This design comes from an exercise in tuning for small area on the open sky130 flow, not from production work. The RTL was checked by simulation tests, not by an equivalence proof against the original design. No activity file was given, so power comes from the tool's default toggle rates.

Setup of build 29:
## axi_delayer
module axi_delayer #(
   parameter int          H_WIDTH     = 64,
   parameter int          V_HEIGHT    = 16,
   parameter logic [31:0] BASE        = 32'h2000_0000,
   parameter int          RFIFO_DEPTH = 24,
   parameter int          WFIFO_DEPTH = 64
) (
   input  logic        clk_i,
   input  logic        rst_ni,
   input  logic        ren_i,
   input  logic        wen_i,
   input  logic        vs_i,
   input  logic        de_i,
   input  logic [23:0] data_i,
   output logic [23:0] data_o,
   output logic        m_axi_arvalid_o,
   input  logic        m_axi_arready_i,
   output logic [31:0] m_axi_araddr_o,
   input  logic        m_axi_rvalid_i,
   output logic        m_axi_rready_o,
   input  logic [63:0] m_axi_rdata_i,
   input  logic        m_axi_rlast_i,
   output logic        m_axi_awvalid_o,
   input  logic        m_axi_awready_i,
   output logic [31:0] m_axi_awaddr_o,
   output logic        m_axi_wvalid_o,
   input  logic        m_axi_wready_i,
   output logic [63:0] m_axi_wdata_o,
   output logic        m_axi_wlast_o,
   input  logic        m_axi_bvalid_i,
   output logic        m_axi_bready_o
);
Size in the first run: about 8,500 cells after synthesis, about 260 I/O pins, roughly 190,000 µm² of cells after synthesis.
clock: 10.0 ns
lec_check: 0
cap_margin: 0
cell_pad_in_sites_detail_placement: 1
cell_pad_in_sites_global_placement: 1
core_margin: 2
core_utilization: 35
cts_buf_list: sky130_fd_sc_hd__clkbuf_16
cts_cluster_diameter: 60
cts_cluster_size: 24
place_density: 0.5
slew_margin: 0
synth_hierarchical: 1
synth_minimum_keep_size: 0
standard.sh (not shown) runs the stock make flow with config.mk's settings and CLKGATE_MAP_FILE= SYNTH_SCRIPT=/design/flow/synth_recipe.tcl, a recipe that flattens the netlist after the stock synthesis.
==> flow/flow/run.sh <==
#!/bin/bash
# The standard ORFS layout (standard.sh), with two changes: ports are buffered
# with the smallest buffer instead of a delay buffer, and clock tree synthesis
# adds no dummy loads. Make's full output goes to flow_make.log.
set -euo pipefail
bash standard.sh \
   "BUFFER_PORTS_ARGS=-buffer_cell sky130_fd_sc_hd__buf_1" \
   "CTS_ARGS=-sink_clustering_enable -repair_clock_nets -sink_clustering_size 24 -sink_clustering_max_diameter 60 -buf_list sky130_fd_sc_hd__clkbuf_16 -dont_use_dummy_load" \
   finish > flow_make.log 2>&1
Inputs modified between build 29 and build 65:
- swapping 35 for 40 in CORE_UTILIZATION
- clearing CTS_CLUSTER_DIAMETER, which used to be 60
- clearing CTS_BUF_LIST, which used to be sky130_fd_sc_hd__clkbuf_16
- clearing CTS_CLUSTER_SIZE, which used to be 24
- swapping 0.5 for 0.56 in PLACE_DENSITY
diff --git a/flow/flow/run.sh b/flow/flow/run.sh
--- a/flow/flow/run.sh
+++ b/flow/flow/run.sh
@@ -6,4 +6,4 @@
 bash standard.sh \
    "BUFFER_PORTS_ARGS=-buffer_cell sky130_fd_sc_hd__buf_1" \
-   "CTS_ARGS=-sink_clustering_enable -repair_clock_nets -sink_clustering_size 24 -sink_clustering_max_diameter 60 -buf_list sky130_fd_sc_hd__clkbuf_16 -dont_use_dummy_load" \
+   "CTS_ARGS=-sink_clustering_enable -repair_clock_nets -sink_clustering_size 24 -sink_clustering_max_diameter 90 -buf_list sky130_fd_sc_hd__clkbuf_16 -dont_use_dummy_load" \
    finish > flow_make.log 2>&1
Delta (build 65 minus build 29): total detailed-routing wirelength now sits lower, count of plain and timing-repair buffers went down by 2.1%.
Min routability congestion estimate across build 65 and build 29: build 29
Build 65 vs build 29: cell area down
Cmp build 65 and build 29 / die area / lower: build 65
Build 65 vs build 29 — number of tapcells dropped by more than 10%
Total inserted antenna cells in build 65 is 4 below build 29.
On longest individual stage delay on the worst path, build 65 and build 29 are neck and neck.
Build 65: flow complete, layout not clean; failing: slew limit
From build 29 to build 65 the numbers moved as follows: signed area change from the synthesized netlist to the final layout now smaller; final cycle utilization of the critical path fell by 0.19 points; setup slack shows an increase of 0.019 ns.
### build 65 -> build 12
- CORE_UTILIZATION now 35, was 40
- PLACE_DENSITY now 0.5, was 0.56
==> flow/run.sh (new file) <==
#!/bin/bash
# synth_recipe.tcl (not shown) runs the flow's synth.tcl, then flattens the netlist and writes it again
# the make line also repeats each setting of config.mk as NAME=value (left out here)
make -C /OpenROAD-flow-scripts/flow DESIGN_CONFIG=/design/flow/config.mk WORK_HOME=/design/flow/orfs CLKGATE_MAP_FILE= SYNTH_SCRIPT=/design/flow/synth_recipe.tcl finish
removed: flow/flow/run.sh
removed: flow/standard.sh
==> summary.txt <==
- Per the final summary, build 12 finished and its layout is clean on timing, DRC and antenna.
- Sort build 12 and build 65 by total buffers and inverters traversed by the critical path desc -> top: build 65
- Re minimum setup slack in the final design: build 12 is 0.40 ns down on build 65.
- The final worst-path cycle share number comes out higher for build 12 vs build 65.
- Re placer's final routability congestion estimate: build 65 was higher than build 12.
- | worst hold margin | lower: build 12 |
- In the metrics for build 12 and build 65, the one carrying the lower register fraction of the total cell area is build 12.
- Build 12 vs. build 65: fmax down 5.4 MHz, net switching power up about 17%, total design power up 22%.
Modified inputs, build 61 compared to build 12
==> flow/flow/run.sh (new file) <==
#!/bin/bash
# The standard ORFS layout (standard.sh), with two changes: ports are buffered
# with the smallest buffer instead of a delay buffer, and clock tree synthesis
# adds no dummy loads. Make's full output goes to flow_make.log.
set -euo pipefail
bash standard.sh \
   "BUFFER_PORTS_ARGS=-buffer_cell sky130_fd_sc_hd__buf_1" \
   "CTS_ARGS=-sink_clustering_enable -repair_clock_nets -sink_clustering_size 28 -sink_clustering_max_diameter 100 -buf_list sky130_fd_sc_hd__clkbuf_16 -dont_use_dummy_load" \
   finish > flow_make.log 2>&1
==> flow/standard.sh (new file) <==
#!/bin/bash
# synth_recipe.tcl (not shown) runs the flow's synth.tcl, then flattens the netlist and writes it again
# the make line also repeats each setting of config.mk as NAME=value (left out here)
make -C /OpenROAD-flow-scripts/flow DESIGN_CONFIG=/design/flow/config.mk WORK_HOME=/design/flow/orfs CLKGATE_MAP_FILE= SYNTH_SCRIPT=/design/flow/synth_recipe.tcl "${@:-finish}"
removed: flow/run.sh
## What came out
Worst hold margin on build 61 is behind build 12.
The part of the power in combinational logic number comes out lower for build 12 vs build 61.
Between build 12 and build 61, the flow reports number of standard cells in the layout, taps in and fillers out decreasing by a few percent.
Per the comparison of build 61 with build 12, fraction of the mapped netlist area in simple logic gates has remained practically unchanged, global-route usage has decreased.
For build 46, these inputs were changed with respect to build 61:
diff --git a/flow/flow/run.sh b/flow/flow/run.sh
--- a/flow/flow/run.sh
+++ b/flow/flow/run.sh
@@ -6,4 +6,4 @@
 bash standard.sh \
    "BUFFER_PORTS_ARGS=-buffer_cell sky130_fd_sc_hd__buf_1" \
-   "CTS_ARGS=-sink_clustering_enable -repair_clock_nets -sink_clustering_size 28 -sink_clustering_max_diameter 100 -buf_list sky130_fd_sc_hd__clkbuf_16 -dont_use_dummy_load" \
+   "CTS_ARGS=-sink_clustering_enable -repair_clock_nets -sink_clustering_size 24 -sink_clustering_max_diameter 90 -buf_list sky130_fd_sc_hd__clkbuf_16 -dont_use_dummy_load" \
    finish > flow_make.log 2>&1
--- outcome ---
| sequential logic power | build 61 vs build 46 | ≈ equal |. Note that the initial antenna violation count recorded for build 61 amounts to 0.917 times the value seen in build 46. Worst setup slack, build 61 and build 46, higher one = build 61. On first-pass GRT wire length, build 61 and build 46 are neck and neck. Build 46 gives more share of cells above drive strength 1 than build 61 did. From build 61 to build 46 the numbers moved as follows: core utilization went up 0.23 points, power drawn by the clock network saw an increase. Every stage of the flow completed for build 46, and the final layout passed the timing, design-rule and antenna checks.

==> re-timing with driven ports <==
In the flow no input, the clock included, has a driving cell. The finished layouts below were timed again as built, in two steps.
Step 1 (the two cells are an assumption about what drives the block):
set clk [get_ports {clk_i}]
set_driving_cell -lib_cell sky130_fd_sc_hd__clkbuf_16 $clk
set_driving_cell -lib_cell sky130_fd_sc_hd__buf_2 [delete_from_list [all_inputs] $clk]
Step 2 times the ports against the registers' clock, not the clock port: input delays grow and output delays shrink by t, the midpoint of the rising clock arrivals with the driver on.
Slacks: ideal / step 1 / step 2; pairs: ideal / step 1.
run	t (ns)	setup slack, ns	worst setup path at the end	latest minus earliest clock arrival (ns)
build 29	1.111	1.582 / 1.455 / 2.566	register to output	0.156 / 0.157
build 65	1.044	1.601 / 1.481 / 2.525	register to output	0.145 / 0.145
build 12	1.191	1.202 / 1.077 / 2.268	register to output	0.092 / 0.093
build 61	1.071	1.624 / 1.497 / 2.568	register to output	0.173 / 0.173
build 46	1.067	1.447 / 1.319 / 2.387	register to output	0.139 / 0.139
